Background: an optimization exercise with open tools, aiming at small area and a short achievable clock period. Do not read the settings as production practice. In this exercise RTL edits were held to simulation tests only and were not proved equivalent to the original. Power figures rest on the tool's default switching activity, not on a simulated workload.

==> design/flow/run.sh <==
#!/bin/bash
# synth_recipe.tcl (not shown) runs the flow's synth.tcl, then flattens the netlist and writes it again
# the make line also repeats each setting of config.mk as NAME=value (left out here)
make -C /OpenROAD-flow-scripts/flow DESIGN_CONFIG=/design/flow/config.mk WORK_HOME=/design/flow/orfs CLKGATE_MAP_FILE= SYNTH_SCRIPT=/design/flow/synth_recipe.tcl finish
==> design/flow/config.mk <==
export PLATFORM = sky130hd
export DESIGN_NAME = data_mem_responder
export DESIGN_NICKNAME = data_mem_responder
export VERILOG_FILES = /design/flow/design.v
export SDC_FILE = /design/flow/constraint.sdc
export NUM_CORES = 4
export LEC_CHECK = 0
export ABC_CLOCK_PERIOD_IN_PS = 2500
export CAP_MARGIN = 20
export CORE_ASPECT_RATIO = 0.5
export CORE_MARGIN = 2
export CORE_UTILIZATION = 55
export CTS_CLUSTER_DIAMETER = 100
export CTS_CLUSTER_SIZE = 28
export PLACE_DENSITY = 0.7
export SETUP_SLACK_MARGIN = 3.7
export SLEW_MARGIN = 20
==> design/flow/constraint.sdc <==
create_clock -name core_clock -period 6.0 [get_ports {clk_i}]
set_input_delay 1.2000 -clock core_clock [delete_from_list [all_inputs] [get_ports {clk_i}]]
set_output_delay 1.2000 -clock core_clock [all_outputs]
set_load 0.01 [all_outputs]
==> design/flow/design.v <==
module data_mem_responder #(
  parameter int DEPTH       = 128,
  parameter int WAIT_CYCLES = 2
) (
  input  logic        clk_i,
  input  logic        rst_i,
  input  logic        req_i,
  input  logic        we_i,
  input  logic [31:0] addr_i,
  input  logic [31:0] data_i,
  output logic        ack_o,
  output logic [31:0] data_o,
  output logic        err_o,
  output logic        busy_o
);
  localparam int NG = 32;    
  logic       busy_q, idle_q, st1_q, st2_q;   
  logic       accept;
  logic [1:0] rot_q;         
  logic        we_q, err_q, err_in;
  logic [31:0] wd_q;
  logic [4:0]  g_q, g_nx;    
  logic [1:0]  ph_q, ph_nx;  
  logic [NG-1:0][3:0][31:0] mem_d;
  logic [NG-1:0][3:0]       mem_v, mem_v_nx;
  logic            wlive_nx;
  logic [NG-1:0]   wr_q, wrn_q, wr_nx;
  logic [2*NG-1:0] rd_sel_q;
  logic [31:0]     rd_data, rd_prev_q;
  assign accept = req_i & idle_q;
  assign busy_o = busy_q;
  assign err_in = (|addr_i[1:0]) | (|addr_i[31:9]);
  always_ff @(posedge clk_i or posedge rst_i) begin
    if (rst_i) begin
      busy_q <= 1'b0;
      idle_q <= 1'b1;
      st1_q  <= 1'b0;
      st2_q  <= 1'b0;
      ack_o  <= 1'b0;
      err_o  <= 1'b0;
      rot_q  <= '0;
    end else begin
      busy_q <= accept | st1_q | st2_q;
      idle_q <= ~(accept | st1_q | st2_q);
      st1_q  <= accept;
      st2_q  <= st1_q;
      ack_o  <= st2_q;
      err_o  <= st2_q & err_q;
      rot_q  <= rot_q + 2'd1;
    end
  end
  assign g_nx  = idle_q ? addr_i[8:4] : g_q;
  assign ph_nx = idle_q ? addr_i[3:2] + rot_q + 2'd1 : ph_q + 2'd1;
  always_ff @(posedge clk_i) begin
    g_q  <= g_nx;
    ph_q <= ph_nx;
    if (idle_q) begin
      we_q  <= we_i;
      err_q <= err_in;
      wd_q  <= data_i;
    end
  end
  assign wlive_nx = idle_q ? (accept & we_i & ~err_in) : (we_q & ~err_q);
  always_comb
    for (int g = 0; g < NG; g++) wr_nx[g] = wlive_nx & (ph_nx == 2'd3) & (g_nx == 5'(g));
  always_ff @(posedge clk_i or posedge rst_i) begin
    if (rst_i) wr_q <= '0;
    else       wr_q <= wr_nx;
  end
  always_ff @(posedge clk_i) wrn_q <= ~wr_nx;
  always_ff @(posedge clk_i) begin
    for (int g = 0; g < NG; g++) begin
      mem_d[g][0] <= ({32{wr_q[g]}} & wd_q) | ({32{wrn_q[g]}} & mem_d[g][3]);
      mem_d[g][1] <= mem_d[g][0];
      mem_d[g][2] <= mem_d[g][1];
      mem_d[g][3] <= mem_d[g][2];
    end
  end
  always_comb begin
    for (int g = 0; g < NG; g++) begin
      mem_v_nx[g][0] = wr_q[g] | mem_v[g][3];
      mem_v_nx[g][1] = mem_v[g][0];
      mem_v_nx[g][2] = mem_v[g][1];
      mem_v_nx[g][3] = mem_v[g][2];
    end
  end
  always_ff @(posedge clk_i or posedge rst_i) begin
    if (rst_i) mem_v <= '0;
    else       mem_v <= mem_v_nx;
  end
  always_ff @(posedge clk_i) begin
    for (int g = 0; g < NG; g++) begin
      rd_sel_q[2*g]   <= (g_nx == 5'(g)) & (ph_nx == 2'd0) & mem_v_nx[g][0];
      rd_sel_q[2*g+1] <= (g_nx == 5'(g)) & (ph_nx == 2'd2) & mem_v_nx[g][2];
    end
  end
  always_comb begin
    rd_data = '0;
    for (int g = 0; g < NG; g++)
      rd_data = rd_data | ({32{rd_sel_q[2*g]}} & mem_d[g][0]) | ({32{rd_sel_q[2*g+1]}} & mem_d[g][2]);
  end
  always_ff @(posedge clk_i) begin
    rd_prev_q <= rd_data;
    data_o    <= ph_q[0] ? rd_prev_q : rd_data;
  end
endmodule
==> flow_summary.toml, run 1 <==
[timing]
final.min_clock_period_ps = 2650
layout_setup_ws_ps = 3350
final.hold.worst_slack_ps = 317
max-slew-margin-rel_pct = 11.9
grt_setup_unrepaired = "true"
final-hold-violation-count = 0
setup-tns-final_ps = 0
measured_slew_at_the_worst_slew_check_pin_ps = 1320
clock.fmax_mhz = 377
drv_slew = 0
final_worst_clock_skew_ps = 42.2
final_min_period_over_clock_period_pct = 44.2
setup_viol_count_final = 0

[logic_synthesis]
netlist-cell-type-count = 35
yosys-mux-area-fraction_pct = 0.369
ys_seq_area_share_pct = 79.5
synth_compound_gate_area_share_pct = 15.8
synth-xor-area-share_pct = 0.0351
syn_nets = 7601
library_cell_occupying_the_most_area_in_the_post_synthesis_netlist = "dfxtp_1"
avgSynthCellArea_sq_um = 15.1
synth-edff-count = 34
yosys.cell_count.top_type = "dfxtp_1"
post_synth_most_frequent_cells = "4263 x dfxtp_1, 1510 x a22o_1, 512 x a221oi_1, 464 x clkbuf_1, 167 x dfrtp_1"
async_reset_ff_share_pct = 3.76
post_synth_and_or_nand_nor_area_fraction_pct = 2.20
synth_fa_ha_area_share_pct = 0.0110
synth_top_area_share_pct = 74.9
yosys_warnings = 1
synth_ff_type = "dfxtp_1"
netlist_area_sq_um = 114000
combinational_family_with_the_most_area_after_synthesis = "compound AO/OA/AOI/OAI gates"
post_synth_main_area_contributors = "dfxtp_1 75%, a22o_1 12%, a221oi_1 3.9%"
syn_inst = 7532
ff_latch_count_synth = 4465

[floorplan]
die_height_microns = 326
std_cell_rows = 118
die_w_microns = 648
floorplan.core_area_sq_um = 206000
starting_utilization_of_the_core_area_pct = 55.2
area_of_the_die_sq_um = 211000
i_o_pin_cnt = 103

[grt]
grt.total_usage_pct = 39.7
grt_pass1_vias = 65000
antenna_found_initial = 56
overflow = 0
first_pass_grt_wire_length_mm = 562
grt_max_degree = 169

[worst_setup_path]
crit_start = "data_o[2]$_DFF_P_"
reg2reg_slack_ps = 3490
cpMaxStageDelayCell = "dfxtp_4"
critical_path_required_ps = 4800
top_family_by_delay_on_critical_path = "flip-flops"
cp.arrival_ps = 1450
cp-start-kind = "register"
end_kind = "output port"
setup.worst_path.end = "data_o[2]"
reg2regPathDepth = 8
worstPathCellList = "buf_6"
crit-reg2reg-launch = "rd_sel_q[20]$_DFF_P_"
timing.setup.critical_path_class = "reg2out"
critPathBufInv = 1
rr_endpoint = "data_o[11]$_DFF_P_"
timing.critical_path.fanout_max = 1
critical_path_depth = 1
cp_slowest_stage_delay_ps = 430

[clock_tree]
clkTransAtPathRegs_ps = 100
number_of_hold_buffers_added_after_cts = 0
clock-root-buffer = "clkbuf_16"
clock-sinks = 4465
clkLatencyLatePin_ps = 910
cts_tree = "built"
cts-htree-levels = 4
cts_buffers = 185
clock_tree.buffer_depth = 4

[routing]
dr.first_iter.drc_count = 12500
wirelength_mm = 439
drt_pass1_iterations = 7
detail-route-antenna-nets = 0
drcViolationCount = 0
routed_wire_length_per_instance_microns = 42.0
vias_per_cell = 6.94
routed-via-count = 72600

[power]
power.density_cell_area_nw_per_um2 = 359
power_leakage_uw = 0.0497
irDropWorstVdd_uv = 282

[final_layout]
flow.area_growth_from_synthesis_pct = 12.5
drive_above_1_share_pct = 14.2
ff_latch_area_sq_um = 91100
net_count_of_the_finished_layout = 7648
multi_input_comb_area_sq_um = 23100
finalInstanceArea_sq_um = 128000
fin_util_pct = 62.1
fillerInstances = 14700

[place]
detailedPlace.worstSlack_ps = 2350
placement.io_buffers = 102
weighted_congestion_at_the_end_of_routability_driven_global_placement = 0.842
placed_area_sq_um = 117000
place_hpwl_mm = 192

[hold_path]
hold_class = "reg2reg"
min_delay_path_depth = 0

[status]
status = "timing/DRC/antenna clean"

[run]
maxCapViolations = 0
==> layout make-up <==
| class | count | share of cell area, % |
|---|---|---|
| multi-input combinational | 2533 | 18.1 |
| clock buffer | 230 | 3.81 |
| timing repair buffer | 385 | 4.20 |
| clock inverter | 4 | 0.0332 |
| inverter | 9 | 0.0293 |
| antenna | 73 | 0.143 |
| sequential | 4465 | 71.0 |
| tap | 2760 | 2.69 |
==> how the worst min path moves through the flow <==
| stage | start | end | slack, ps |
|---|---|---|---|
| after floorplan | mem_d[1056]$_DFF_P_ | mem_d[1088]$_DFF_P_ | 310 |
| after global placement | mem_d[3366]$_DFF_P_ | mem_d[3398]$_DFF_P_ | 310 |
| after detailed placement | mem_d[182]$_DFF_P_ | mem_d[214]$_DFF_P_ | 310 |
| after CTS | mem_d[1450]$_DFF_P_ | mem_d[1482]$_DFF_P_ | 320 |
| after global routing | mem_d[2366]$_DFF_P_ | mem_d[2398]$_DFF_P_ | 310 |
| final | mem_d[3760]$_DFF_P_ | mem_d[3792]$_DFF_P_ | 320 |
==> kinds of logic (layout without fill, tap and decap cells) <==
kind of cell             after synthesis  count (layout)
flip-flops                          4465            4465
AO/OA/AOI/OAI                       2051            2054
buffers and inverters                539             628
AND/OR/NAND/NOR                      435             437
multiplexers                          38              38
XOR/XNOR                               3               3
adder cells (fa/ha/maj)                1               1
other                                  0              73
==> per-layer routing <==
metal | GRT usage (%) | share of wire, %
met1 | 51.6 | 36
met2 | 53.8 | 39
met3 | 18.2 | 17
met4 | 23.5 | 7.4
met5 | 3.08 | 0.28
==> layout by cell type (no fill, tap or decap), types with 4 or more instances in the layout <==
cell,synthesis,final
a221oi_1,512,294
a221oi_2,0,190
a221oi_4,0,28
a22o_1,1510,1509
a22o_2,26,26
and3_1,32,32
buf_12,0,86
buf_16,0,49
buf_2,26,8
buf_4,0,123
buf_6,31,40
buf_8,0,4
clkbuf_1,464,41
clkbuf_16,0,194
clkdlybuf4s50_1,0,66
dfrtp_1,167,135
dfrtp_2,0,18
dfrtp_4,0,14
dfxtp_1,4263,4141
dfxtp_2,0,18
dfxtp_4,0,104
diode_2,0,73
edfxtp_1,34,34
inv_1,9,6
mux2_2,32,29
mux2i_4,0,6
nand2_1,82,80
nand4_1,129,129
nor2_1,81,66
nor2_2,0,11
nor2_4,0,4
nor3b_2,0,33
o211a_4,0,4
or2_2,34,33
or4_4,31,32
==> per-stage QoR <==
step / std cells / power, uW
after floorplan: 7532 / 31200
after CTS: 10300 / 45500
final: 10500 / 46000
after detailed placement: 9943 / 31700
after global placement: 9943 / 31700
after global routing: 10400 / 46900
==> sequential cells by signal, indices dropped and copies added (netlist names), 2 cells and up <==
name,flops
ph_q,2
g_q,5
rot_q,2
wd_q,32
mem_d,4096
mem_v,128
wr_q,32
rd_sel_q,64
wrn_q,32
rd_prev_q,32
data_o,32
==> power by group <==
| part | switching, uW | leakage (uW) | internal [uW] |
|---|---|---|---|
| Sequential | 88.3 | 0.0370 | 29700 |
| Clock | 8890 | 0.00240 | 5790 |
| Combinational | 1170 | 0.0103 | 358 |
| Total | 10100 | 0.0497 | 35900 |
==> repair_timing <==
action | in CTS | in global routing
gates resized for setup | 425 | 154
setup buffers | 152 | 40
setup endpoints to repair | 217 | 193
gates cloned | 7 | 10
pin swaps | 13 | 32
==> run 2, diff against run 1 <==
--- a/design/flow/config.mk
+++ b/design/flow/config.mk
@@ -7,11 +7,10 @@
 export LEC_CHECK = 0
 export ABC_CLOCK_PERIOD_IN_PS = 2500
 export CAP_MARGIN = 20
-export CORE_ASPECT_RATIO = 0.5
 export CORE_MARGIN = 2
 export CORE_UTILIZATION = 55
 export CTS_CLUSTER_DIAMETER = 100
 export CTS_CLUSTER_SIZE = 28
 export PLACE_DENSITY = 0.7
-export SETUP_SLACK_MARGIN = 3.7
+export SETUP_SLACK_MARGIN = 3.45
 export SLEW_MARGIN = 20
==> run 2 against run 1 <==
Non-clock buffer count down 120. Register-to-register slack worse by 160 ps. Sequential share of layout area up 2.7 points. Cell count down 2.2%. Still clean on timing, DRC and antenna. Critical path type is now reg2reg. Synthesized cell count unchanged. Clock-buffer cell count down 16. Sequential cell count unchanged. Sequential power about the same. Maximum frequency down 0.42%. Via count down 4.8%. Highest routed layer unchanged. Critical path depth up 4.
==> flow_summary.toml, run 2 <==
[power]
switchingPower_uw = 9780
cell_internal_power_uw = 35600
power.density_cell_area_nw_per_um2 = 368
power_frac_seq_pct = 65.8
comb_power_share_pct = 2.7
irDropWorstVdd_uv = 343
p_sw_share_pct = 21.6
power_leakage_uw = 0.0479
final_power_uw = 45300
pwr-share-clk_pct = 31.5

[clock_tree]
clock_tree.buffer_depth = 3
cts-htree-levels = 4
cts_buffers = 177
clkTransAtPathRegs_ps = 110
clkLatencyLatePin_ps = 880
clock-sinks = 4465
clock-root-buffer = "clkbuf_16"
number_of_hold_buffers_added_after_cts = 0
cts_tree = "built"

[logic_synthesis]
synth_compound_gate_area_share_pct = 15.8
ff_latch_count_synth = 4465
synth_fa_ha_area_share_pct = 0.0110
library_cell_occupying_the_most_area_in_the_post_synthesis_netlist = "dfxtp_1"
combinational_family_with_the_most_area_after_synthesis = "compound AO/OA/AOI/OAI gates"
avgSynthCellArea_sq_um = 15.1
synth_ff_type = "dfxtp_1"
synth-edff-count = 34
syn_inst = 7532
yosys.cell_count.top_type = "dfxtp_1"
post_synth_and_or_nand_nor_area_fraction_pct = 2.20
yosys_warnings = 1
post_synth_most_frequent_cells = "4263 x dfxtp_1, 1510 x a22o_1, 512 x a221oi_1, 464 x clkbuf_1, 167 x dfrtp_1"
ys_seq_area_share_pct = 79.5
netlist-cell-type-count = 35
syn_nets = 7601
synth-xor-area-share_pct = 0.0351
async_reset_ff_share_pct = 3.76
yosys-mux-area-fraction_pct = 0.369
synth_top_area_share_pct = 74.9
netlist_area_sq_um = 114000
post_synth_main_area_contributors = "dfxtp_1 75%, a22o_1 12%, a221oi_1 3.9%"

[floorplan]
die_height_microns = 459
i_o_pin_cnt = 103
floorplan.core_area_sq_um = 206000
starting_utilization_of_the_core_area_pct = 55.2
area_of_the_die_sq_um = 211000
die_w_microns = 459
std_cell_rows = 167

[timing]
final-hold-violation-count = 0
clock.fmax_mhz = 375
setup-tns-final_ps = 0
final.min_clock_period_ps = 2670
drv_slew = 0
grt_setup_unrepaired = "true"
measured_slew_at_the_worst_slew_check_pin_ps = 1300
max-slew-margin-rel_pct = 13.2
setup_viol_count_final = 0
final_worst_clock_skew_ps = 35.1
final_min_period_over_clock_period_pct = 44.4

[grt]
overflow = 0
first_pass_grt_wire_length_mm = 534
grt.total_usage_pct = 37.0
grt_pass1_vias = 65300
grt_max_degree = 169
antenna_found_initial = 46

[worst_setup_path]
cp-start-kind = "register"
timing.critical_path.fanout_max = 20
worstPathCellList = "buf_6 > a221oi_1 > nand4_1 > or4_4 > mux2_2"
cp_slowest_stage_delay_ps = 630
reg2reg_slack_ps = 3330
critical_path_required_ps = 6770
timing.setup.critical_path_class = "reg2reg"
cp.arrival_ps = 3430
cpMaxStageDelayCell = "a221oi_1"
end_kind = "register"

[final_layout]
ff_latch_area_sq_um = 90900
largest_register_ffs = 4096
largest-register = "mem_d"
drive_above_1_share_pct = 9.67
multi_input_comb_area_sq_um = 21300
layout_top_registers = "mem_d x4096, mem_v x128, rd_sel_q x64"
fillerInstances = 15500
layout_commonest_cell = "dfxtp_1"
net_count_of_the_finished_layout = 7516
finalInstanceArea_sq_um = 123000
most-common-layout-cells = "4138 x dfxtp_1, 1510 x a22o_1, 468 x a221oi_1, 182 x clkbuf_16, 135 x dfrtp_1"
flow.area_growth_from_synthesis_pct = 8.21

[place]
weighted_congestion_at_the_end_of_routability_driven_global_placement = 0.865
placed_area_sq_um = 117000
place_hpwl_mm = 190
placement.io_buffers = 102

[status]
status = "timing/DRC/antenna clean"

[hold_path]
hold_class = "reg2reg"

[routing]
detail-route-antenna-nets = 0
wirelength_mm = 401
routed-via-count = 69100
vias_per_cell = 6.75
routed_wire_length_per_instance_microns = 39.2
dr.first_iter.drc_count = 11400
drcViolationCount = 0
drt_pass1_iterations = 8

[run]
maxCapViolations = 0
run 2: cell counts after synthesis:
Identical to the previous run, type by type.
run 2: power groups by stage:
stage               Combinational (uW)  Sequential (uW)  Clock (uW)
CTS                               1170            29800       14200
floorplan                          620            30500           0
global route                      1260            29900       15200
detailed placement                1040            30600           0
finish                            1230            29800       14300
global placement                   980            30600           0
run 2: what timing repair did:
item,in CTS,in global routing
resized for setup,249,54
setup endpoints to repair,196,147
cloned,1,0
setup buffers,14,22
run 2: per-stage QoR:
stage          util, %  cells  hold WS [ps]  worst slack, ps
2_1_floorplan        -   7532           310             2660
3_3_place_gp      56.8   9930           310             2320
3_5_place_dp      56.8   9935           312             2240
4_1_cts           59.3  10200           320             3310
5_1_grt           59.7  10200           330             3350
6_report          59.7  10200           318             3330
run 2: final cells by class:
cell class                 count  share of cell area, %
sequential                  4465                   73.7
multi-input combinational   2529                   17.3
clock buffer                 214                   3.79
tap                         2704                   2.74
timing repair buffer         265                   2.26
antenna                       36                 0.0731
clock inverter                 6                 0.0548
inverter                       9                 0.0305
run 2: logic make-up (layout without fill, tap and decap cells):
group | Yosys count | count (layout)
adder cells (fa/ha/maj) | 1 | 1
flip-flops | 4465 | 4465
buffers and inverters | 539 | 494
AND/OR/NAND/NOR | 435 | 436
other | 0 | 36
XOR/XNOR | 3 | 3
AO/OA/AOI/OAI | 2051 | 2051
multiplexers | 38 | 38
run 2: worst paths after layout:
kind,startpoint,cells past startpoint,endpoint
max,rd_sel_q[59]$_DFF_P_,5,data_o[0]$_DFF_P_
min,mem_d[1841]$_DFF_P_,0,mem_d[1873]$_DFF_P_
max reg2reg,rd_sel_q[59]$_DFF_P_,5,data_o[0]$_DFF_P_
min reg2reg,mem_d[1841]$_DFF_P_,0,mem_d[1873]$_DFF_P_
max in group asynchronous,rst_i,3,wr_q[30]$_DFF_PP0_
min in group asynchronous,rst_i,3,mem_v[54]$_DFF_PP0_
run 2: metal layers:
layer | vias to the layer above | track usage, % | wire [microns]
met5 | - | 0.344 | 169
met4 | 12 | 22.2 | 27900
met3 | 1561 | 13.0 | 56300
met2 | 5858 | 55.0 | 174000
met1 | 34300 | 46.3 | 143000
li1 | 27300 | - | -
run 2: critical path: cells and delay by family (launching register included):
family / cells / cell delay [ps]
buf+inv: 1 / 360
compound gates: 1 / 630
simple gates: 2 / 710
mux: 1 / 270
flops: 1 / 540
==> run 3, diff against run 2 <==
--- a/design/flow/config.mk
+++ b/design/flow/config.mk
@@ -8,9 +8,9 @@
 export ABC_CLOCK_PERIOD_IN_PS = 2500
 export CAP_MARGIN = 20
 export CORE_MARGIN = 2
-export CORE_UTILIZATION = 55
+export CORE_UTILIZATION = 65
 export CTS_CLUSTER_DIAMETER = 100
 export CTS_CLUSTER_SIZE = 28
-export PLACE_DENSITY = 0.7
-export SETUP_SLACK_MARGIN = 3.45
+export PLACE_DENSITY = 0.75
+export SETUP_SLACK_MARGIN = 3.7
 export SLEW_MARGIN = 20
==> run 3 against run 2 <==
Core utilization is 13 points higher. Sequential power about the same. Design area grew 2.4%. Die area shrank 15%. Sequential share of layout area fell by 1.8 points. Synthesized cell count unchanged. Hold slack worse by 24 ps. Non-clock buffer count is 122 higher. Still clean. Clock power about the same. Cell count down 2.5%. Largest cell class unchanged.
==> flow_summary.toml, run 3 <==
[logic_synthesis]
ys_seq_area_share_pct = 79.5
library_cell_occupying_the_most_area_in_the_post_synthesis_netlist = "dfxtp_1"
async_reset_ff_share_pct = 3.76
syn_nets = 7601
ff_latch_count_synth = 4465
post_synth_main_area_contributors = "dfxtp_1 75%, a22o_1 12%, a221oi_1 3.9%"
netlist-cell-type-count = 35
netlist_area_sq_um = 114000
synth-edff-count = 34
synth_top_area_share_pct = 74.9
syn_inst = 7532
yosys_warnings = 1
synth_ff_type = "dfxtp_1"
avgSynthCellArea_sq_um = 15.1
post_synth_most_frequent_cells = "4263 x dfxtp_1, 1510 x a22o_1, 512 x a221oi_1, 464 x clkbuf_1, 167 x dfrtp_1"
yosys.cell_count.top_type = "dfxtp_1"

[routing]
vias_per_cell = 6.99
drt_pass1_iterations = 7
detail-route-antenna-nets = 0
drcViolationCount = 0
routed-via-count = 69700
dr.first_iter.drc_count = 10100
routed_wire_length_per_instance_microns = 39.5
wirelength_mm = 394

[clock_tree]
clkLatencyLatePin_ps = 910
clkTransAtPathRegs_ps = 100
number_of_hold_buffers_added_after_cts = 0
clock_tree.buffer_depth = 3
cts_tree = "built"
cts_buffers = 177
clock-sinks = 4465
clock-root-buffer = "clkbuf_16"
cts-htree-levels = 4

[power]
p_sw_share_pct = 21.7
comb_power_share_pct = 3.0
cell_internal_power_uw = 35700
power.density_cell_area_nw_per_um2 = 361
pwr-share-clk_pct = 31.5
switchingPower_uw = 9910
irDropWorstVdd_uv = 368
power_frac_seq_pct = 65.5
power_leakage_uw = 0.0494

[final_layout]
multi_input_comb_area_sq_um = 23100
most-common-layout-cells = "4140 x dfxtp_1, 1505 x a22o_1, 270 x a221oi_1, 228 x a221oi_2, 187 x clkbuf_16"
finalInstanceArea_sq_um = 126000
largest-register = "mem_d"
largest_register_ffs = 4096
flow.area_growth_from_synthesis_pct = 10.8
fin_cells = 9970
fillerInstances = 10600
drive_above_1_share_pct = 14.4
ff_latch_area_sq_um = 90900
net_count_of_the_finished_layout = 7641
fin_util_pct = 72.6
layout_top_registers = "mem_d x4096, mem_v x128, rd_sel_q x64"
layout_commonest_cell = "dfxtp_1"

[worst_setup_path]
crit-reg2reg-launch = "rd_sel_q[19]$_DFF_P_"
rr_endpoint = "data_o[30]$_DFF_P_"
timing.critical_path.fanout_max = 1
critical_path_depth = 1
critPathBufInv = 1
timing.setup.critical_path_class = "reg2out"
cp_slowest_stage_delay_ps = 420
worstPathCellList = "buf_6"
cp-start-kind = "register"
cpMaxStageDelayCell = "dfxtp_4"
critical_path_required_ps = 4800
top_family_by_delay_on_critical_path = "flip-flops"
reg2reg_slack_ps = 3550
reg2regPathDepth = 6
cp.arrival_ps = 1430
end_kind = "output port"

[timing]
final.hold.worst_slack_ps = 294
drv_slew = 0
setup-tns-final_ps = 0
measured_slew_at_the_worst_slew_check_pin_ps = 1310
grt_setup_unrepaired = "true"
max-slew-margin-rel_pct = 12.6
setup_viol_count_final = 0
clock.fmax_mhz = 380
final_min_period_over_clock_period_pct = 43.8
final.min_clock_period_ps = 2630
final_worst_clock_skew_ps = 53.1
final-hold-violation-count = 0

[hold_path]
min_delay_path_depth = 0
timing.hold.worst.start = "mem_d[546]$_DFF_P_"
hold_class = "reg2reg"
min_delay_worst_endpoint = "mem_d[578]$_DFF_P_"

[floorplan]
std_cell_rows = 153
floorplan.core_area_sq_um = 174000
die_height_microns = 423
die_w_microns = 423
i_o_pin_cnt = 103
starting_utilization_of_the_core_area_pct = 65.5
area_of_the_die_sq_um = 179000

[place]
numPlacedInstances = 9591
placement.io_buffers = 102
weighted_congestion_at_the_end_of_routability_driven_global_placement = 0.905
placed_area_sq_um = 117000
place_hpwl_mm = 200

[grt]
first_pass_grt_wire_length_mm = 521
grt_max_degree = 76
overflow = 0
grt.total_usage_pct = 42.5
antenna_found_initial = 30
grt_pass1_vias = 66400

[status]
status = "timing/DRC/antenna clean"

[run]
maxCapViolations = 0
==> run 3: logic make-up (layout without fill, tap and decap cells) <==
kind of cell / Yosys count / count (layout) / synth area share [%]
adders and majority gates: 1 / 1 / 0.0110
AOI/OAI and AO/OA: 2051 / 2053 / 15.8
other: 0 / 21 / 0
muxes: 38 / 38 / 0.369
and+or+nand+nor: 435 / 437 / 2.20
DFF: 4465 / 4465 / 79.5
buffers and inverters: 539 / 627 / 2.09
xor gates and xnor gates: 3 / 3 / 0.0351
==> run 3: final cells by class <==
class / instances / share of cell area, %
Clock buffer: 219 / 3.72
Tap cell: 2325 / 2.30
Sequential cell: 4465 / 72.0
Antenna cell: 21 / 0.0416
Timing Repair Buffer: 387 / 3.55
Inverter: 9 / 0.0297
Clock inverter: 12 / 0.125
Multi-Input combinational cell: 2532 / 18.3
==> run 3: layer usage <==
layer | vias to the layer above | part of all wire (%) | track usage (%)
met5 | - | 0.022 | 0
met4 | 10 | 8.7 | 29.1
met3 | 1596 | 14 | 15.1
met2 | 5851 | 42 | 60.8
met1 | 34700 | 35 | 54.1
li1 | 27600 | - | -
==> run 3: worst max-delay path by stage <==
stage                                   from               end  slack (ps)
after floorplan                        rst_i   ack_o$_DFF_PP0_        2660
after global placement            addr_i[14]  wrn_q[6]$_DFF_P_        2500
after detailed placement          addr_i[20]  wrn_q[3]$_DFF_P_        2480
after CTS                 data_o[12]$_DFF_P_        data_o[12]        3340
after global routing      data_o[12]$_DFF_P_        data_o[12]        3350
final                     data_o[12]$_DFF_P_        data_o[12]        3370
==> run 3: repair_timing <==
item | CTS | global route
cloned | 4 | 12
resized for setup | 506 | 185
pin swaps | 24 | 36
endpoints found under the setup margin | 228 | 157
setup buffers | 77 | 30
==> run 3: stage by stage <==
step	setup WS, ps	total power (uW)
global route	3350	46500
floorplan	2660	31200
finish	3370	45600
CTS	3340	45200
global placement	2500	31600
detailed placement	2480	31700
==> run 3: power by group through the flow <==
stage | Sequential, uW | Combinational (uW) | Clock (uW)
detailed placement | 30700 | 998 | 0
global route | 29900 | 1390 | 15300
floorplan | 30500 | 712 | 0
CTS | 29900 | 1130 | 14200
global placement | 30700 | 933 | 0
finish | 29800 | 1360 | 14400
==> run 4, diff against run 3 <==
--- a/design/flow/config.mk
+++ b/design/flow/config.mk
@@ -8,9 +8,9 @@
 export ABC_CLOCK_PERIOD_IN_PS = 2500
 export CAP_MARGIN = 20
 export CORE_MARGIN = 2
-export CORE_UTILIZATION = 65
+export CORE_UTILIZATION = 45
 export CTS_CLUSTER_DIAMETER = 100
-export CTS_CLUSTER_SIZE = 28
-export PLACE_DENSITY = 0.75
-export SETUP_SLACK_MARGIN = 3.7
+export CTS_CLUSTER_SIZE = 30
+export PLACE_DENSITY = 0.65
+export SETUP_SLACK_MARGIN = 3.6
 export SLEW_MARGIN = 20
==> run 4 against run 3 <==
Cell count up 9.1%. Critical path depth is 5 higher. Register-to-register slack worse by 200 ps. Design area down 0.71%. Clock skew fell by 9.6 ps. Sequential share of layout area increased by 0.48 points. Combinational power about the same. Via count down 3.3%. Routed wire length is 3.3% higher. Global-route usage fell by 12 points. Critical path type is now reg2reg. Largest cell class unchanged. Largest power group unchanged. Highest routed layer unchanged.
==> flow_summary.toml, run 4 <==
[floorplan]
floorplan.core_area_sq_um = 252000
die_height_microns = 507
die_w_microns = 507
std_cell_rows = 184
area_of_the_die_sq_um = 257000
i_o_pin_cnt = 103
starting_utilization_of_the_core_area_pct = 45.3

[final_layout]
finalInstanceArea_sq_um = 125000
largest-register = "mem_d"
drive_above_1_share_pct = 12.1
multi_input_comb_area_sq_um = 22400
ff_latch_area_sq_um = 90800
flow.area_growth_from_synthesis_pct = 10.1
largest_register_ffs = 4096
layout_top_registers = "mem_d x4096, mem_v x128, rd_sel_q x64"
layout_commonest_cell = "dfxtp_1"
fin_cells = 10900
net_count_of_the_finished_layout = 7534
fillerInstances = 20900
most-common-layout-cells = "4135 x dfxtp_1, 1510 x a22o_1, 343 x a221oi_1, 170 x clkbuf_16, 159 x a221oi_2"

[power]
power_leakage_uw = 0.0484
irDropWorstVdd_uv = 314
final_power_uw = 45300
power.density_cell_area_nw_per_um2 = 361

[clock_tree]
clock-root-buffer = "clkbuf_16"
clkLatencyLatePin_ps = 900
clock_tree.buffer_depth = 3
cts_tree = "built"
cts-htree-levels = 4
clock-sinks = 4465
cts_buffers = 167
clkTransAtPathRegs_ps = 110

[logic_synthesis]
synth_top_area_share_pct = 74.9
async_reset_ff_share_pct = 3.76
post_synth_main_area_contributors = "dfxtp_1 75%, a22o_1 12%, a221oi_1 3.9%"
ff_latch_count_synth = 4465
synth-edff-count = 34
yosys_warnings = 1
ys_seq_area_share_pct = 79.5
netlist-cell-type-count = 35
avgSynthCellArea_sq_um = 15.1
library_cell_occupying_the_most_area_in_the_post_synthesis_netlist = "dfxtp_1"
yosys.cell_count.top_type = "dfxtp_1"
post_synth_most_frequent_cells = "4263 x dfxtp_1, 1510 x a22o_1, 512 x a221oi_1, 464 x clkbuf_1, 167 x dfrtp_1"
syn_inst = 7532
synth_ff_type = "dfxtp_1"
netlist_area_sq_um = 114000
syn_nets = 7601

[worst_setup_path]
cp_slowest_stage_delay_ps = 630
cp-start-kind = "register"
crit-reg2reg-launch = "rd_sel_q[36]$_DFF_P_"
critical_path_required_ps = 6770
rr_endpoint = "data_o[30]$_DFF_P_"
end_kind = "register"
cp.arrival_ps = 3420
reg2regPathDepth = 6
crit_start = "rd_sel_q[36]$_DFF_P_"
timing.setup.critical_path_class = "reg2reg"
reg2reg_slack_ps = 3350
worstPathCellList = "buf_12 > a22o_1 > a221oi_2 > nand4_1 > or4_4 > mux2_2"
setup.worst_path.end = "data_o[30]$_DFF_P_"
cpMaxStageDelayCell = "or4_4"
timing.critical_path.fanout_max = 32

[grt]
antenna_found_initial = 26
grt.total_usage_pct = 30.6
grt_pass1_vias = 64700
met2_usage_pct = 48.5
use_met3_pct = 9.15
grt_busiest_layer = "met2"
first_pass_grt_wire_length_mm = 540
overflow = 0
grt_max_degree = 169
gr-usage-met1_pct = 36.5

[place]
placed_area_sq_um = 118000
numPlacedInstances = 10600
place_hpwl_mm = 195
weighted_congestion_at_the_end_of_routability_driven_global_placement = 0.844
placement.io_buffers = 102

[routing]
routed-via-count = 67400
wirelength_mm = 407
drt_pass1_iterations = 8
drcViolationCount = 0
detail-route-antenna-nets = 0
dr.first_iter.drc_count = 8630
vias_per_cell = 6.19
routed_wire_length_per_instance_microns = 37.4

[timing]
final.min_clock_period_ps = 2650
max-slew-margin-rel_pct = 13.6
final_min_period_over_clock_period_pct = 44.2
drv_slew = 0
measured_slew_at_the_worst_slew_check_pin_ps = 1300
setup-tns-final_ps = 0
setup_viol_count_final = 0
final_worst_clock_skew_ps = 43.5
final-hold-violation-count = 0
grt_setup_unrepaired = "true"
clock.fmax_mhz = 377

[status]
status = "timing/DRC/antenna clean"

[hold_path]
hold_class = "reg2reg"

[run]
maxCapViolations = 0
==> run 4: worst min path at each step <==
stage | start | to | depth (start not counted)
2_1_floorplan | mem_d[1056]$_DFF_P_ | mem_d[1088]$_DFF_P_ | 0
4_1_cts | mem_d[435]$_DFF_P_ | mem_d[467]$_DFF_P_ | 0
5_1_grt | mem_d[184]$_DFF_P_ | mem_d[216]$_DFF_P_ | 0
3_3_place_gp | mem_d[1832]$_DFF_P_ | mem_d[1864]$_DFF_P_ | 0
6_report | mem_d[3768]$_DFF_P_ | mem_d[3800]$_DFF_P_ | 0
3_5_place_dp | mem_d[1708]$_DFF_P_ | mem_d[1740]$_DFF_P_ | 0
==> run 4: what timing repair did <==
item	CTS	global route
gates cloned	0	2
endpoints found under the setup margin	226	150
buffers inserted	14	13
pin swaps	0	4
gates resized for setup	474	92
hold buffers	0	0
==> run 4: through the flow <==
step           utilization [%]  setup WS (ps)  hold slack [ps]
2_1_floorplan                -           2660              310
3_3_place_gp              47.0           2290              309
3_5_place_dp              47.1           2350              312
4_1_cts                   49.5           3330              322
5_1_grt                   49.8           3350              323
6_report                  49.8           3350              318
==> run 4: routing by layer <==
metal	wire length [microns]	part of all wire [%]
met3	45600	11
met5	186	0.046
met2	186000	46
met4	28800	7.1
met1	146000	36
==> run 4: kinds of logic after synthesis <==
family	Yosys count	synth area share (%)
xor+xnor	3	0.0351
mux	38	0.369
compound gates	2051	15.8
flops	4465	79.5
simple gates	435	2.20
buf+inv	539	2.09
fa+ha+maj	1	0.0110
==> run 4: cell type report <==
cell class	count	area share [%]
diodes	19	0.0379
clock buffers	203	3.47
clock inverters	16	0.203
inverters	9	0.0299
multi-input cells	2529	17.9
flip-flops and latches	4465	72.4
well taps	3348	3.34
repair buffers	293	2.58
==> run 4: report_power, final <==
part	internal (uW)	switching, uW
Clock	5260	8830
Combinational	292	1030
Sequential	29800	91.1
==> run 4: critical path: cells and delay by family, from the launching register on <==
family                 cells  cell delay (ps)
buffers and inverters      1              170
multiplexers               1              280
flip-flops                 1              350
AO/OA/AOI/OAI              2              630
AND/OR/NAND/NOR            2              810
==> run 5, diff against run 4 <==
--- a/design/flow/design.v
+++ b/design/flow/design.v
@@ -26,7 +26,7 @@
   logic            wlive_nx;
   logic [NG-1:0]   wr_q, wrn_q, wr_nx;
   logic [2*NG-1:0] rd_sel_q;
-  logic [31:0]     rd_data, rd_prev_q;
+  logic [31:0]     rd_data;
   assign accept = req_i & idle_q;
   assign busy_o = busy_q;
   assign err_in = (|addr_i[1:0]) | (|addr_i[31:9]);
@@ -100,7 +100,6 @@
       rd_data = rd_data | ({32{rd_sel_q[2*g]}} & mem_d[g][0]) | ({32{rd_sel_q[2*g+1]}} & mem_d[g][2]);
   end
   always_ff @(posedge clk_i) begin
-    rd_prev_q <= rd_data;
-    data_o    <= ph_q[0] ? rd_prev_q : rd_data;
+    data_o <= rd_data | ({32{ph_q[0]}} & data_o);
   end
 endmodule
--- a/design/flow/config.mk
+++ b/design/flow/config.mk
@@ -8,9 +8,9 @@
 export ABC_CLOCK_PERIOD_IN_PS = 2500
 export CAP_MARGIN = 20
 export CORE_MARGIN = 2
-export CORE_UTILIZATION = 45
+export CORE_UTILIZATION = 55
 export CTS_CLUSTER_DIAMETER = 100
-export CTS_CLUSTER_SIZE = 30
-export PLACE_DENSITY = 0.65
-export SETUP_SLACK_MARGIN = 3.6
+export CTS_CLUSTER_SIZE = 28
+export PLACE_DENSITY = 0.7
+export SETUP_SLACK_MARGIN = 3.5
 export SLEW_MARGIN = 20
==> run 5 against run 4 <==
Power rose by 0.25%. Clock-buffer cell count up 11. Via count up 9.4%. Sequential share of layout area increased by 0.42 points. First-iteration DRC count increased by 51%. Clock power about the same. Routed wire length grew 11%. Core utilization increased by 11 points. Critical path type is now reg2out.
==> flow_summary.toml, run 5 <==
[grt]
met2_usage_pct = 56.0
grt_pass1_vias = 67600
grt.total_usage_pct = 41.8
use_met3_pct = 17.3
grt_max_degree = 169
gr-usage-met1_pct = 54.1
first_pass_grt_wire_length_mm = 591
antenna_found_initial = 39
grt_busiest_layer = "met2"
overflow = 0

[logic_synthesis]
library_cell_occupying_the_most_area_in_the_post_synthesis_netlist = "dfxtp_1"
syn_nets = 7662
synth_ff_type = "dfxtp_1"
avgSynthCellArea_sq_um = 14.9
yosys.cell_count.top_type = "dfxtp_1"
synth_top_area_share_pct = 75.1
post_synth_most_frequent_cells = "4231 x dfxtp_1, 1308 x a22o_1, 424 x a22oi_1, 422 x clkbuf_1, 269 x a221oi_1"
syn_inst = 7593
async_reset_ff_share_pct = 3.79
post_synth_main_area_contributors = "dfxtp_1 75%, a22o_1 10%, dfrtp_1 3.7%"
netlist_area_sq_um = 113000
synth-edff-count = 34
yosys_warnings = 1
netlist-cell-type-count = 34
ff_latch_count_synth = 4433
ys_seq_area_share_pct = 79.7

[power]
power_leakage_uw = 0.0484
p_sw_share_pct = 22.1
final_power_uw = 45400
comb_power_share_pct = 3.0
pwr-share-clk_pct = 31.7
power.density_cell_area_nw_per_um2 = 365
power_frac_seq_pct = 65.3
cell_internal_power_uw = 35300
irDropWorstVdd_uv = 313
switchingPower_uw = 10000

[timing]
final.min_clock_period_ps = 2650
layout_setup_ws_ps = 3350
drv_slew = 0
final_min_period_over_clock_period_pct = 44.1
measured_slew_at_the_worst_slew_check_pin_ps = 1400
grt_setup_unrepaired = "true"
final-hold-violation-count = 0
setup-tns-final_ps = 0
setup_viol_count_final = 0
clock.fmax_mhz = 378
max-slew-margin-rel_pct = 6.71
final_worst_clock_skew_ps = 40.3

[place]
place_hpwl_mm = 226
weighted_congestion_at_the_end_of_routability_driven_global_placement = 0.908
detailedPlace.worstSlack_ps = 2140
placement.io_buffers = 102

[run]
maxCapViolations = 0

[worst_setup_path]
top_family_by_delay_on_critical_path = "flip-flops"
critPathBufInv = 1
timing.setup.critical_path_class = "reg2out"
cp_slowest_stage_delay_ps = 430
cp-start-kind = "register"
cp.arrival_ps = 1450
worstPathCellList = "buf_6"
cpMaxStageDelayCell = "dfxtp_4"
timing.critical_path.fanout_max = 2
end_kind = "output port"
critical_path_required_ps = 4800

[clock_tree]
clkTransAtPathRegs_ps = 110
number_of_hold_buffers_added_after_cts = 0
cts_buffers = 176
cts_tree = "built"
clock_tree.buffer_depth = 3
clock-sinks = 4433
clock-root-buffer = "clkbuf_16"
cts-htree-levels = 4
clkLatencyLatePin_ps = 900

[final_layout]
layout_top_registers = "mem_d x4096, mem_v x128, rd_sel_q x64"
layout_commonest_cell = "dfxtp_1"
drive_above_1_share_pct = 9.75
net_count_of_the_finished_layout = 7694
most-common-layout-cells = "4102 x dfxtp_1, 1308 x a22o_1, 422 x a22oi_1, 264 x a221oi_1, 183 x clkbuf_16"
fillerInstances = 15100
largest_register_ffs = 4096
flow.area_growth_from_synthesis_pct = 10.0
largest-register = "mem_d"

[routing]
vias_per_cell = 7.08
drcViolationCount = 0
routed_wire_length_per_instance_microns = 43.2
routed-via-count = 73700
wirelength_mm = 450
dr.first_iter.drc_count = 13100
drt_pass1_iterations = 9
detail-route-antenna-nets = 0

[status]
status = "timing/DRC/antenna clean"

[floorplan]
area_of_the_die_sq_um = 209000
die_height_microns = 457
die_w_microns = 457
starting_utilization_of_the_core_area_pct = 55.2
std_cell_rows = 166
floorplan.core_area_sq_um = 204000
i_o_pin_cnt = 103

[hold_path]
hold_class = "reg2reg"
==> run 5: cell types whose count changed after synthesis, moves of 30 or more <==
cell,previous run,this run
nand3_1,1,143
a22o_1,1510,1308
nand4_1,129,99
mux2_2,32,1
buf_1,0,47
a222oi_1,0,32
a22oi_1,0,424
a221oi_1,512,269
or4_4,31,0
clkbuf_1,464,422
buf_2,26,59
dfxtp_1,4263,4231
or4_1,1,54
==> run 5: layout make-up <==
cell class / instances / area [sq um] / area share [%]
Inverter: 11 / 45.0 / 0.0363
Clock buffer: 214 / 4650 / 3.75
Clock inverter: 11 / 163 / 0.131
Timing Repair Buffer: 383 / 4350 / 3.50
Multi-Input combinational cell: 2620 / 21000 / 16.9
Antenna cell: 53 / 133 / 0.107
Tap cell: 2688 / 3360 / 2.71
Sequential cell: 4433 / 90500 / 72.9
==> run 5: power by group through the flow <==
stage	sequential (uW)	combinational (uW)	clock (uW)
after floorplan	30300	649	0
after global placement	30400	980	0
after detailed placement	30400	1050	0
after CTS	29600	1250	14200
after global routing	29600	1400	15200
final	29600	1370	14400
==> run 5: worst paths after layout <==
path                                 startpoint                  end  slack (ps)  depth (start not counted)
setup / recovery             data_o[31]$_DFF_P_           data_o[31]        3350                          1
hold / removal              mem_d[3491]$_DFF_P_  mem_d[3523]$_DFF_P_         320                          0
setup reg to reg           rd_sel_q[22]$_DFF_P_   data_o[15]$_DFF_P_        3440                          5
hold reg to reg             mem_d[3491]$_DFF_P_  mem_d[3523]$_DFF_P_         320                          0
max in group asynchronous                 rst_i    wr_q[1]$_DFF_PP0_        4250                          3
min in group asynchronous                 rst_i  mem_v[24]$_DFF_PP0_         900                          3
==> run 5: stage by stage <==
| step | utilization (%) | cell area [sq um] | instances | hold slack [ps] |
|---|---|---|---|---|
| 2_1_floorplan | - | 113000 | 7593 | 310 |
| 3_3_place_gp | 57.1 | 117000 | 9989 | 310 |
| 3_5_place_dp | 57.2 | 117000 | 9995 | 312 |
| 4_1_cts | 60.2 | 123000 | 10300 | 321 |
| 5_1_grt | 60.7 | 124000 | 10400 | 329 |
| 6_report | 60.8 | 124000 | 10400 | 318 |
==> run 5: timing repair <==
action | in CTS | in global routing
setup buffers | 69 | 63
pin swaps | 3 | 5
gates cloned | 1 | 5
setup endpoints to repair | 195 | 129
gates resized for setup | 351 | 56
==> run 5: layer usage <==
layer / wire length (microns) / share of wire [%]
met1: 157000 / 35
met2: 177000 / 39
met3: 75200 / 17
met4: 39400 / 8.8
met5: 552 / 0.12
==> run 5: cells by family (layout without fill, tap and decap cells) <==
logic type / count (synthesis) / in the layout / synth area share, %
adder cells (fa/ha/maj): 1 / 1 / 0.0111
other: 0 / 53 / 0
XOR/XNOR: 3 / 3 / 0.0355
AND/OR/NAND/NOR: 555 / 556 / 2.73
buffers and inverters: 544 / 619 / 1.91
AO/OA/AOI/OAI: 2050 / 2053 / 15.6
multiplexers: 7 / 7 / 0.0632
flip-flops: 4433 / 4433 / 79.7
==> run 6, diff against run 5 <==
--- a/design/flow/design.v
+++ b/design/flow/design.v
@@ -25,8 +25,8 @@
   logic [NG-1:0][3:0]       mem_v, mem_v_nx;
   logic            wlive_nx;
   logic [NG-1:0]   wr_q, wrn_q, wr_nx;
-  logic [2*NG-1:0] rd_sel_q;
-  logic [31:0]     rd_data;
+  logic [2*NG-1:0] rd_sel_q, rd_sel2_q;   
+  logic [31:0]     rd_data, rd_prev_q;
   assign accept = req_i & idle_q;
   assign busy_o = busy_q;
   assign err_in = (|addr_i[1:0]) | (|addr_i[31:9]);
@@ -90,16 +90,23 @@
   end
   always_ff @(posedge clk_i) begin
     for (int g = 0; g < NG; g++) begin
-      rd_sel_q[2*g]   <= (g_nx == 5'(g)) & (ph_nx == 2'd0) & mem_v_nx[g][0];
-      rd_sel_q[2*g+1] <= (g_nx == 5'(g)) & (ph_nx == 2'd2) & mem_v_nx[g][2];
+      rd_sel_q[2*g]    <= (g_nx == 5'(g)) & (ph_nx == 2'd0) & mem_v_nx[g][0];
+      rd_sel_q[2*g+1]  <= (g_nx == 5'(g)) & (ph_nx == 2'd2) & mem_v_nx[g][2];
+      rd_sel2_q[2*g]   <= (g_nx == 5'(g)) & ~ph_nx[1] & mem_v_nx[g][0];
+      rd_sel2_q[2*g+1] <= (g_nx == 5'(g)) &  ph_nx[1] & mem_v_nx[g][2];
     end
   end
   always_comb begin
     rd_data = '0;
-    for (int g = 0; g < NG; g++)
-      rd_data = rd_data | ({32{rd_sel_q[2*g]}} & mem_d[g][0]) | ({32{rd_sel_q[2*g+1]}} & mem_d[g][2]);
+    for (int g = 0; g < NG; g++) begin
+      rd_data[15:0]  = rd_data[15:0]  | ({16{rd_sel_q[2*g]}}  & mem_d[g][0][15:0])
+                                      | ({16{rd_sel_q[2*g+1]}}  & mem_d[g][2][15:0]);
+      rd_data[31:16] = rd_data[31:16] | ({16{rd_sel2_q[2*g]}} & mem_d[g][0][31:16])
+                                      | ({16{rd_sel2_q[2*g+1]}} & mem_d[g][2][31:16]);
+    end
   end
   always_ff @(posedge clk_i) begin
-    data_o <= rd_data | ({32{ph_q[0]}} & data_o);
+    rd_prev_q <= rd_data;
+    data_o    <= ph_q[0] ? rd_prev_q : rd_data;
   end
 endmodule
--- a/design/flow/config.mk
+++ b/design/flow/config.mk
@@ -8,9 +8,9 @@
 export ABC_CLOCK_PERIOD_IN_PS = 2500
 export CAP_MARGIN = 20
 export CORE_MARGIN = 2
-export CORE_UTILIZATION = 55
+export CORE_UTILIZATION = 45
 export CTS_CLUSTER_DIAMETER = 100
 export CTS_CLUSTER_SIZE = 28
-export PLACE_DENSITY = 0.7
-export SETUP_SLACK_MARGIN = 3.5
+export PLACE_DENSITY = 0.65
+export SETUP_SLACK_MARGIN = 3.6
 export SLEW_MARGIN = 20
==> run 6 against run 5 <==
Sequential cell count rose by 96. Sequential share of layout area rose by 0.49 points. Power rose by 2.0%. Hold slack got worse by 4.9 ps. Cell count rose by 5.4%. Setup slack got worse by 8.2 ps. Routed wire length fell by 13%. Design area rose by 1.4%. Critical path depth did not move. Non-clock buffer count fell by 183. Clock power barely moved. Sequential power rose by 2%. Critical endpoint is now data_o[15]. Largest power group unchanged.
==> flow_summary.toml, run 6 <==
[timing]
drv_slew = 0
clock.fmax_mhz = 377
measured_slew_at_the_worst_slew_check_pin_ps = 1210
final_worst_clock_skew_ps = 48.4
grt_setup_unrepaired = "true"
final-hold-violation-count = 0
final_min_period_over_clock_period_pct = 44.2
setup_viol_count_final = 0
setup-tns-final_ps = 0
max-slew-margin-rel_pct = 19.3
final.min_clock_period_ps = 2650

[routing]
routed-via-count = 67100
wl_met2_mm = 168
dr.first_iter.drc_count = 8181
drcViolationCount = 0
met3_length_mm = 44.5
topRoutingLayerUsed = "met5"
detail_route.wirelength.met1_mm = 151
drt_pass1_iterations = 5
detail-route-antenna-nets = 0
routed_wire_length_per_instance_microns = 35.6
vias_per_cell = 6.11
wirelength_mm = 391

[grt]
grt.total_usage_pct = 29.1
grt_max_degree = 73
grt_pass1_vias = 64100
first_pass_grt_wire_length_mm = 529
antenna_found_initial = 27
overflow = 0

[final_layout]
layout_top_registers = "mem_d x4096, mem_v x128"
largest-register = "mem_d"
layout_commonest_cell = "dfxtp_1"
most-common-layout-cells = "4169 x dfxtp_1, 1535 x a22o_1, 378 x a221oi_1, 185 x clkbuf_16, 159 x nor2_1"
multi_input_comb_area_sq_um = 22400
ff_latch_area_sq_um = 92400
net_count_of_the_finished_layout = 7596
largest_register_ffs = 4096
flow.area_growth_from_synthesis_pct = 8.80
fin_util_pct = 49.1
drive_above_1_share_pct = 10.6
fillerInstances = 21300

[logic_synthesis]
netlist_area_sq_um = 116000
async_reset_ff_share_pct = 3.71
synth_fa_ha_area_share_pct = 0.0108
post_synth_main_area_contributors = "dfxtp_1 75%, a22o_1 12%, a221oi_1 3.9%"
netlist-cell-type-count = 35
yosys_warnings = 1
yosys-mux-area-fraction_pct = 0.364
ff_latch_count_synth = 4529
ys_seq_area_share_pct = 79.4
avgSynthCellArea_sq_um = 14.9
syn_inst = 7748
post_synth_most_frequent_cells = "4327 x dfxtp_1, 1536 x a22o_1, 512 x a221oi_1, 480 x clkbuf_1, 167 x dfrtp_1"
synth_top_area_share_pct = 74.9
yosys.cell_count.top_type = "dfxtp_1"
library_cell_occupying_the_most_area_in_the_post_synthesis_netlist = "dfxtp_1"
post_synth_and_or_nand_nor_area_fraction_pct = 2.25
syn_nets = 7817
synth-xor-area-share_pct = 0.0346
synth_ff_type = "dfxtp_1"
combinational_family_with_the_most_area_after_synthesis = "compound AO/OA/AOI/OAI gates"
synth_compound_gate_area_share_pct = 15.5
synth-edff-count = 34

[floorplan]
die_height_microns = 511
die_w_microns = 511
area_of_the_die_sq_um = 261000
std_cell_rows = 186
floorplan.core_area_sq_um = 256000
starting_utilization_of_the_core_area_pct = 45.2
i_o_pin_cnt = 103

[worst_setup_path]
timing.critical_path.fanout_max = 1
rr_endpoint = "data_o[1]$_DFF_P_"
timing.setup.critical_path_class = "reg2out"
critical_path_required_ps = 4800
crit-reg2reg-launch = "rd_sel_q[55]$_DFF_P_"
critPathBufInv = 1
reg2regPathDepth = 4
cp.arrival_ps = 1450
cpMaxStageDelayCell = "dfxtp_4"
top_family_by_delay_on_critical_path = "flip-flops"
reg2reg_slack_ps = 3540
cp-start-kind = "register"
cp_slowest_stage_delay_ps = 440
worstPathCellList = "buf_6"
end_kind = "output port"

[hold_path]
min_delay_worst_endpoint = "mem_d[1502]$_DFF_P_"
timing.hold.worst.start = "mem_d[1470]$_DFF_P_"
min_delay_path_depth = 0
hold_class = "reg2reg"

[run]
maxCapViolations = 0

[clock_tree]
clock_tree.buffer_depth = 3
cts-htree-levels = 4
clock-sinks = 4529
cts_tree = "built"
clkTransAtPathRegs_ps = 100
clock-root-buffer = "clkbuf_16"
cts_buffers = 180
number_of_hold_buffers_added_after_cts = 0
clkLatencyLatePin_ps = 900

[place]
place_hpwl_mm = 209
weighted_congestion_at_the_end_of_routability_driven_global_placement = 0.874
placement.io_buffers = 102

[power]
comb_power_share_pct = 3.3
power_frac_seq_pct = 65.2
pwr-share-clk_pct = 31.5
cell_internal_power_uw = 36100
power.density_cell_area_nw_per_um2 = 368
irDropWorstVdd_uv = 319
power_leakage_uw = 0.0484
p_sw_share_pct = 22.0
switchingPower_uw = 10200

[status]
status = "timing/DRC/antenna clean"
## run 6: layer usage
layer  up-vias  track usage (%)
met1     34200             37.3
li1      27600                -
met5         -            0.639
met2      4219             43.8
met3      1101             8.34
met4        12             16.4
## run 6: timing repair
item                                    4_1_cts  5_1_grt
buffers inserted                              6        2
pin swaps                                     2        3
endpoints found under the setup margin      265      263
resized for setup                           361       96
cloned                                        3        1
## run 6: how the worst max path moves through the flow
stage / start / end / slack (ps) / cells after the start
after floorplan: rst_i / ack_o$_DFF_PP0_ / 2660 / 1
after global placement: addr_i[2] / rd_sel_q[11]$_DFF_P_ / 1730 / 10
after detailed placement: addr_i[2] / rd_sel_q[23]$_DFF_P_ / 1780 / 10
after CTS: data_o[15]$_DFF_P_ / data_o[15] / 3300 / 1
after global routing: data_o[15]$_DFF_P_ / data_o[15] / 3330 / 1
final: data_o[15]$_DFF_P_ / data_o[15] / 3350 / 1
## run 6: cell type report
cell class	instances	area share (%)
Sequential cell	4529	73.4
Multi-Input combinational cell	2605	17.8
Clock buffer	220	3.76
Tap cell	3384	3.36
Timing Repair Buffer	200	1.49
Clock inverter	13	0.132
Inverter	11	0.0666
Antenna cell	15	0.0298
## run 6: power by group through the flow
stage | Combinational [uW] | Sequential [uW] | Clock (uW)
after detailed placement | 1240 | 31000 | 0
final | 1520 | 30200 | 14600
after floorplan | 704 | 30900 | 0
after CTS | 1450 | 30200 | 14600
after global placement | 1220 | 31000 | 0
after global routing | 1580 | 30200 | 15600
## run 6: metrics by stage
step                      std cells  cell area (sq um)  hold slack [ps]  power [uW]  setup WS [ps]
after floorplan                7748             116000              310       31600           2660
after global placement        10700             119000              310       32200           1730
after detailed placement      10700             119000              312       32200           1780
after CTS                     11000             125000              316       46200           3300
after global routing          11000             126000              319       47400           3330
final                         11000             126000              313       46300           3350
## run 6: logic make-up after synthesis
group | count (synthesis)
AND/OR/NAND/NOR | 511
AO/OA/AOI/OAI | 2051
multiplexers | 38
buffers and inverters | 615
adder cells (fa/ha/maj) | 1
XOR/XNOR | 3
flip-flops | 4529
==> run 7, diff against run 6 <==
--- a/design/flow/design.v
+++ b/design/flow/design.v
@@ -25,8 +25,8 @@
   logic [NG-1:0][3:0]       mem_v, mem_v_nx;
   logic            wlive_nx;
   logic [NG-1:0]   wr_q, wrn_q, wr_nx;
-  logic [2*NG-1:0] rd_sel_q, rd_sel2_q;   
-  logic [31:0]     rd_data, rd_prev_q;
+  logic [2*NG-1:0] rd_sel_q;
+  logic [31:0]     rd_data;
   assign accept = req_i & idle_q;
   assign busy_o = busy_q;
   assign err_in = (|addr_i[1:0]) | (|addr_i[31:9]);
@@ -90,23 +90,67 @@
   end
   always_ff @(posedge clk_i) begin
     for (int g = 0; g < NG; g++) begin
-      rd_sel_q[2*g]    <= (g_nx == 5'(g)) & (ph_nx == 2'd0) & mem_v_nx[g][0];
-      rd_sel_q[2*g+1]  <= (g_nx == 5'(g)) & (ph_nx == 2'd2) & mem_v_nx[g][2];
-      rd_sel2_q[2*g]   <= (g_nx == 5'(g)) & ~ph_nx[1] & mem_v_nx[g][0];
-      rd_sel2_q[2*g+1] <= (g_nx == 5'(g)) &  ph_nx[1] & mem_v_nx[g][2];
+      rd_sel_q[2*g]   <= (g_nx == 5'(g)) & (ph_nx == 2'd0) & mem_v_nx[g][0];
+      rd_sel_q[2*g+1] <= (g_nx == 5'(g)) & (ph_nx == 2'd2) & mem_v_nx[g][2];
     end
   end
-  always_comb begin
-    rd_data = '0;
-    for (int g = 0; g < NG; g++) begin
-      rd_data[15:0]  = rd_data[15:0]  | ({16{rd_sel_q[2*g]}}  & mem_d[g][0][15:0])
-                                      | ({16{rd_sel_q[2*g+1]}}  & mem_d[g][2][15:0]);
-      rd_data[31:16] = rd_data[31:16] | ({16{rd_sel2_q[2*g]}} & mem_d[g][0][31:16])
-                                      | ({16{rd_sel2_q[2*g+1]}} & mem_d[g][2][31:16]);
+  logic [64:0] rd_s;
+  assign rd_s = {ph_q[0], rd_sel_q};
+  for (genvar b = 0; b < 32; b++) begin : g_rd
+    logic [64:0] rd_d;
+    logic [21:0] l1;
+    logic [5:0]  l2;
+    logic [1:0]  l3;
+    for (genvar g = 0; g < NG; g++) begin : g_tap
+      assign rd_d[2*g]   = mem_d[g][0][b];
+      assign rd_d[2*g+1] = mem_d[g][2][b];
     end
+    assign rd_d[64] = data_o[b];
+    for (genvar i = 0; i < 21; i++) begin : g_l1
+      dmr_aoi222 u_aoi (.a0(rd_s[3*i]),   .b0(rd_d[3*i]),
+                        .a1(rd_s[3*i+1]), .b1(rd_d[3*i+1]),
+                        .a2(rd_s[3*i+2]), .b2(rd_d[3*i+2]), .y(l1[i]));
+    end
+    dmr_aoi22 u_aoi_last (.a0(rd_s[63]), .b0(rd_d[63]), .a1(rd_s[64]), .b1(rd_d[64]), .y(l1[21]));
+    for (genvar i = 0; i < 5; i++) begin : g_l2
+      dmr_nand4 u_nand (.a(l1[4*i+3:4*i]), .y(l2[i]));
+    end
+    dmr_nand2 u_nand_last (.a(l1[21:20]), .y(l2[5]));
+    dmr_nor3 u_nor_lo (.a(l2[2:0]), .y(l3[0]));
+    dmr_nor3 u_nor_hi (.a(l2[5:3]), .y(l3[1]));
+    dmr_nand2 u_out (.a(l3), .y(rd_data[b]));
   end
   always_ff @(posedge clk_i) begin
-    rd_prev_q <= rd_data;
-    data_o    <= ph_q[0] ? rd_prev_q : rd_data;
+    data_o <= rd_data;
   end
 endmodule
+module dmr_aoi222 (
+  input  logic a0, b0, a1, b1, a2, b2,
+  output logic y
+);
+  assign y = ~((a0 & b0) | (a1 & b1) | (a2 & b2));
+endmodule
+module dmr_aoi22 (
+  input  logic a0, b0, a1, b1,
+  output logic y
+);
+  assign y = ~((a0 & b0) | (a1 & b1));
+endmodule
+module dmr_nand4 (
+  input  logic [3:0] a,
+  output logic       y
+);
+  assign y = ~&a;
+endmodule
+module dmr_nand2 (
+  input  logic [1:0] a,
+  output logic       y
+);
+  assign y = ~&a;
+endmodule
+module dmr_nor3 (
+  input  logic [2:0] a,
+  output logic       y
+);
+  assign y = ~|a;
+endmodule
==> design/flow/config.mk (replaced) <==
export PLATFORM = sky130hd
export DESIGN_NAME = data_mem_responder
export DESIGN_NICKNAME = data_mem_responder
export VERILOG_FILES = /design/flow/design.v
export SDC_FILE = /design/flow/constraint.sdc
export NUM_CORES = 4
export LEC_CHECK = 0
export CAP_MARGIN = 20
export CORE_MARGIN = 2
export CORE_UTILIZATION = 65
export CTS_CLUSTER_DIAMETER = 100
export CTS_CLUSTER_SIZE = 28
export PLACE_DENSITY = 0.75
export SETUP_SLACK_MARGIN = 3.6
export SLEW_MARGIN = 20
export SYNTH_HIERARCHICAL = 1
export SYNTH_MINIMUM_KEEP_SIZE = 0
==> run 7 against run 6 <==
Largest cell class unchanged. Area after synthesis down 3.7%. Sequential share of layout area up 1.0 points. Highest routed layer unchanged. Hold slack improved by 15 ps. Design area down 3.8%. Sequential power about the same. Combinational power increased by 59%. Routed wire length decreased by 21%. Global-route usage rose by 5.3 points. Clock skew fell by 15 ps.
==> flow_summary.toml, run 7 <==
[timing]
final_min_period_over_clock_period_pct = 44.8
final_worst_clock_skew_ps = 33.5
measured_slew_at_the_worst_slew_check_pin_ps = 1280
final-hold-violation-count = 0
max-slew-margin-rel_pct = 14.6
final.min_clock_period_ps = 2690
clock.fmax_mhz = 372
setup-tns-final_ps = 0
setup_viol_count_final = 0
drv_slew = 0
grt_setup_unrepaired = "true"

[clock_tree]
cts_tree = "built"
clock_tree.buffer_depth = 3
cts_buffers = 176
clkLatencyLatePin_ps = 860
cts-htree-levels = 4
number_of_hold_buffers_added_after_cts = 0
clock-root-buffer = "clkbuf_16"
clock-sinks = 4433
clkTransAtPathRegs_ps = 100

[final_layout]
fillerInstances = 10600
largest-register = "mem_d"
largest_register_ffs = 4096
most-common-layout-cells = "4156 x dfxtp_1, 1024 x a22o_1, 672 x a222oi_1, 185 x clkbuf_16, 168 x buf_4"
fin_util_pct = 71.3
layout_commonest_cell = "dfxtp_1"
drive_above_1_share_pct = 9.97
layout_top_registers = "mem_d x4096, mem_v x128, rd_sel_q x64"
flow.area_growth_from_synthesis_pct = 8.71
net_count_of_the_finished_layout = 7317

[floorplan]
i_o_pin_cnt = 103
area_of_the_die_sq_um = 175000
die_height_microns = 418
starting_utilization_of_the_core_area_pct = 65.6
std_cell_rows = 151
die_w_microns = 418
floorplan.core_area_sq_um = 170000

[worst_setup_path]
timing.setup.critical_path_class = "reg2out"
reg2regPathDepth = 6
critPathBufInv = 1
critical_path_required_ps = 4800
cp_slowest_stage_delay_ps = 480
top_family_by_delay_on_critical_path = "flip-flops"
cp.arrival_ps = 1490
rr_endpoint = "data_o[1]$_DFF_P_"
reg2reg_slack_ps = 3530
timing.critical_path.fanout_max = 1
cp-start-kind = "register"
crit-reg2reg-launch = "rd_sel_q[24]$_DFF_P_"
worstPathCellList = "buf_6"
end_kind = "output port"
cpMaxStageDelayCell = "dfrtp_2"

[routing]
vias_per_cell = 6.70
detail-route-antenna-nets = 0
dr.first_iter.drc_count = 10400
routed_wire_length_per_instance_microns = 32.3
wirelength_mm = 307
drt_pass1_iterations = 9
routed-via-count = 63700
drcViolationCount = 0

[logic_synthesis]
combinational_family_with_the_most_area_after_synthesis = "compound AO/OA/AOI/OAI gates"
syn_nets = 7213
ys_seq_area_share_pct = 80.7
synth-edff-count = 34
synth_fa_ha_area_share_pct = 0.0112
synth_ff_type = "dfxtp_1"
yosys.cell_count.top_type = "dfxtp_1"
synth_compound_gate_area_share_pct = 15.1
post_synth_most_frequent_cells = "4231 x dfxtp_1, 1024 x a22o_1, 672 x a222oi_1, 343 x clkbuf_1, 167 x dfrtp_1"
library_cell_occupying_the_most_area_in_the_post_synthesis_netlist = "dfxtp_1"
synth-xor-area-share_pct = 0.0371
avgSynthCellArea_sq_um = 15.6
ff_latch_count_synth = 4433
yosys_warnings = 7
yosys-mux-area-fraction_pct = 0.0528
synth_top_area_share_pct = 76.0
netlist-cell-type-count = 47
post_synth_main_area_contributors = "dfxtp_1 76%, a22o_1 8.1%, a222oi_1 6.0%"
netlist_area_sq_um = 111000
async_reset_ff_share_pct = 3.79
post_synth_and_or_nand_nor_area_fraction_pct = 2.66
syn_inst = 7144

[power]
irDropWorstVdd_uv = 378
power_leakage_uw = 0.0474
final_power_uw = 46300
power.density_cell_area_nw_per_um2 = 382

[hold_path]
timing.hold.worst.start = "mem_d[1959]$_DFF_P_"
min_delay_path_depth = 0
min_delay_worst_endpoint = "mem_d[1991]$_DFF_P_"
hold_class = "reg2reg"

[grt]
overflow = 0
first_pass_grt_wire_length_mm = 438
grt_max_degree = 91
grt.total_usage_pct = 34.4
antenna_found_initial = 10
grt_pass1_vias = 63300

[run]
maxCapViolations = 0

[place]
placement.io_buffers = 102
weighted_congestion_at_the_end_of_routability_driven_global_placement = 0.863
place_hpwl_mm = 160

[status]
status = "timing/DRC/antenna clean"
-- run 7: power by group --
| part | switching, uW | internal, uW | total, uW | leakage [uW] |
|---|---|---|---|---|
| Clock | 8420 | 5520 | 13900 | 0.00230 |
| Sequential | 287 | 29600 | 29900 | 0.0371 |
| Combinational | 1770 | 643 | 2410 | 0.00798 |
| Total | 10500 | 35800 | 46300 | 0.0474 |
-- run 7: cell families after synthesis --
| family | Yosys count |
|---|---|
| compound gates | 1826 |
| buf+inv | 395 |
| xor+xnor | 3 |
| mux | 5 |
| flops | 4433 |
| simple gates | 481 |
| fa+ha+maj | 1 |
-- run 7: worst max path at each step --
stage,cells after the start,slack [ps],from,to
detailed placement,6,1940,addr_i[8],wrn_q[6]$_DFF_P_
floorplan,1,2660,rst_i,ack_o$_DFF_PP0_
CTS,1,3270,err_o$_DFF_PP0_,err_o
global placement,6,1980,addr_i[8],wrn_q[6]$_DFF_P_
finish,1,3310,err_o$_DFF_PP0_,err_o
global route,1,3290,err_o$_DFF_PP0_,err_o
-- run 7: routing by layer --
layer | global-route usage [%] | routed length, microns
met1 | 49.0 | 123000
met2 | 49.5 | 130000
met3 | 8.42 | 37900
met4 | 16.5 | 15700
met5 | 0 | 57
-- run 7: Yosys stat by module (local to each module, per instance) --
module / area (sq um) / flops+latches
data_mem_responder: 102000 / 4433
dmr_aoi22: 12.5 / 0
dmr_aoi222: 10.0 / 0
dmr_nor3: 10.0 / 0
dmr_nand4: 6.26 / 0
dmr_nand2: 3.75 / 0
-- run 7: repair_timing --
action / in CTS / in global routing
buffers inserted: 23 / 22
gates resized for setup: 276 / 96
cloned: 5 / 5
endpoints found under the setup margin: 182 / 112
pin swaps: 12 / 28
-- run 7: metrics by stage --
| stage | cells | hold WS (ps) | cell area (sq um) | setup slack (ps) |
|---|---|---|---|---|
| 2_1_floorplan | 7144 | 310 | 112000 | 2660 |
| 3_3_place_gp | 9231 | 310 | 115000 | 1980 |
| 3_5_place_dp | 9232 | 312 | 115000 | 1940 |
| 4_1_cts | 9475 | 318 | 120000 | 3270 |
| 5_1_grt | 9507 | 332 | 121000 | 3290 |
| 6_report | 9508 | 328 | 121000 | 3310 |
-- run 7: cell type report --
class,count,area (sq um),area share [%]
inverter,8,37.5,0.0310
timing repair buffer,309,3020,2.50
antenna,5,12.5,0.0103
multi-input combinational,2320,20500,16.9
clock inverter,7,72.6,0.0599
sequential,4433,90100,74.4
tap,2218,2780,2.29
clock buffer,208,4630,3.82

==> re-timing with driven ports <==
The results above use ideal ports. As a check the final layouts listed here were re-extracted and re-timed, cells and wires unchanged. Step 1: set_driving_cell puts a clkbuf_16 on clk_i and a buf_2 on each other input, an assumption about the parent block. Step 2, shift: input delay + t, output delay - t, t = (earliest + latest rising clock arrival at the registers) / 2. This alone moves slack from input paths to output paths. a / b / c = ideal / step 1 / step 2; a / b = the first two.
run | t, ns | setup WS [ns]
run 1 | 0.996 | 3.346 / 3.243 / 2.679
run 2 | 0.954 | 3.335 / 3.266 / 2.558
run 3 | 0.975 | 3.370 / 3.278 / 2.705
run 4 | 0.984 | 3.349 / 3.271 / 2.704
run 5 | 0.977 | 3.355 / 3.255 / 2.611
run 6 | 0.979 | 3.347 / 3.242 / 2.658
run 7 | 0.932 | 3.315 / 3.231 / 2.587
After both steps every run listed still meets setup and hold.
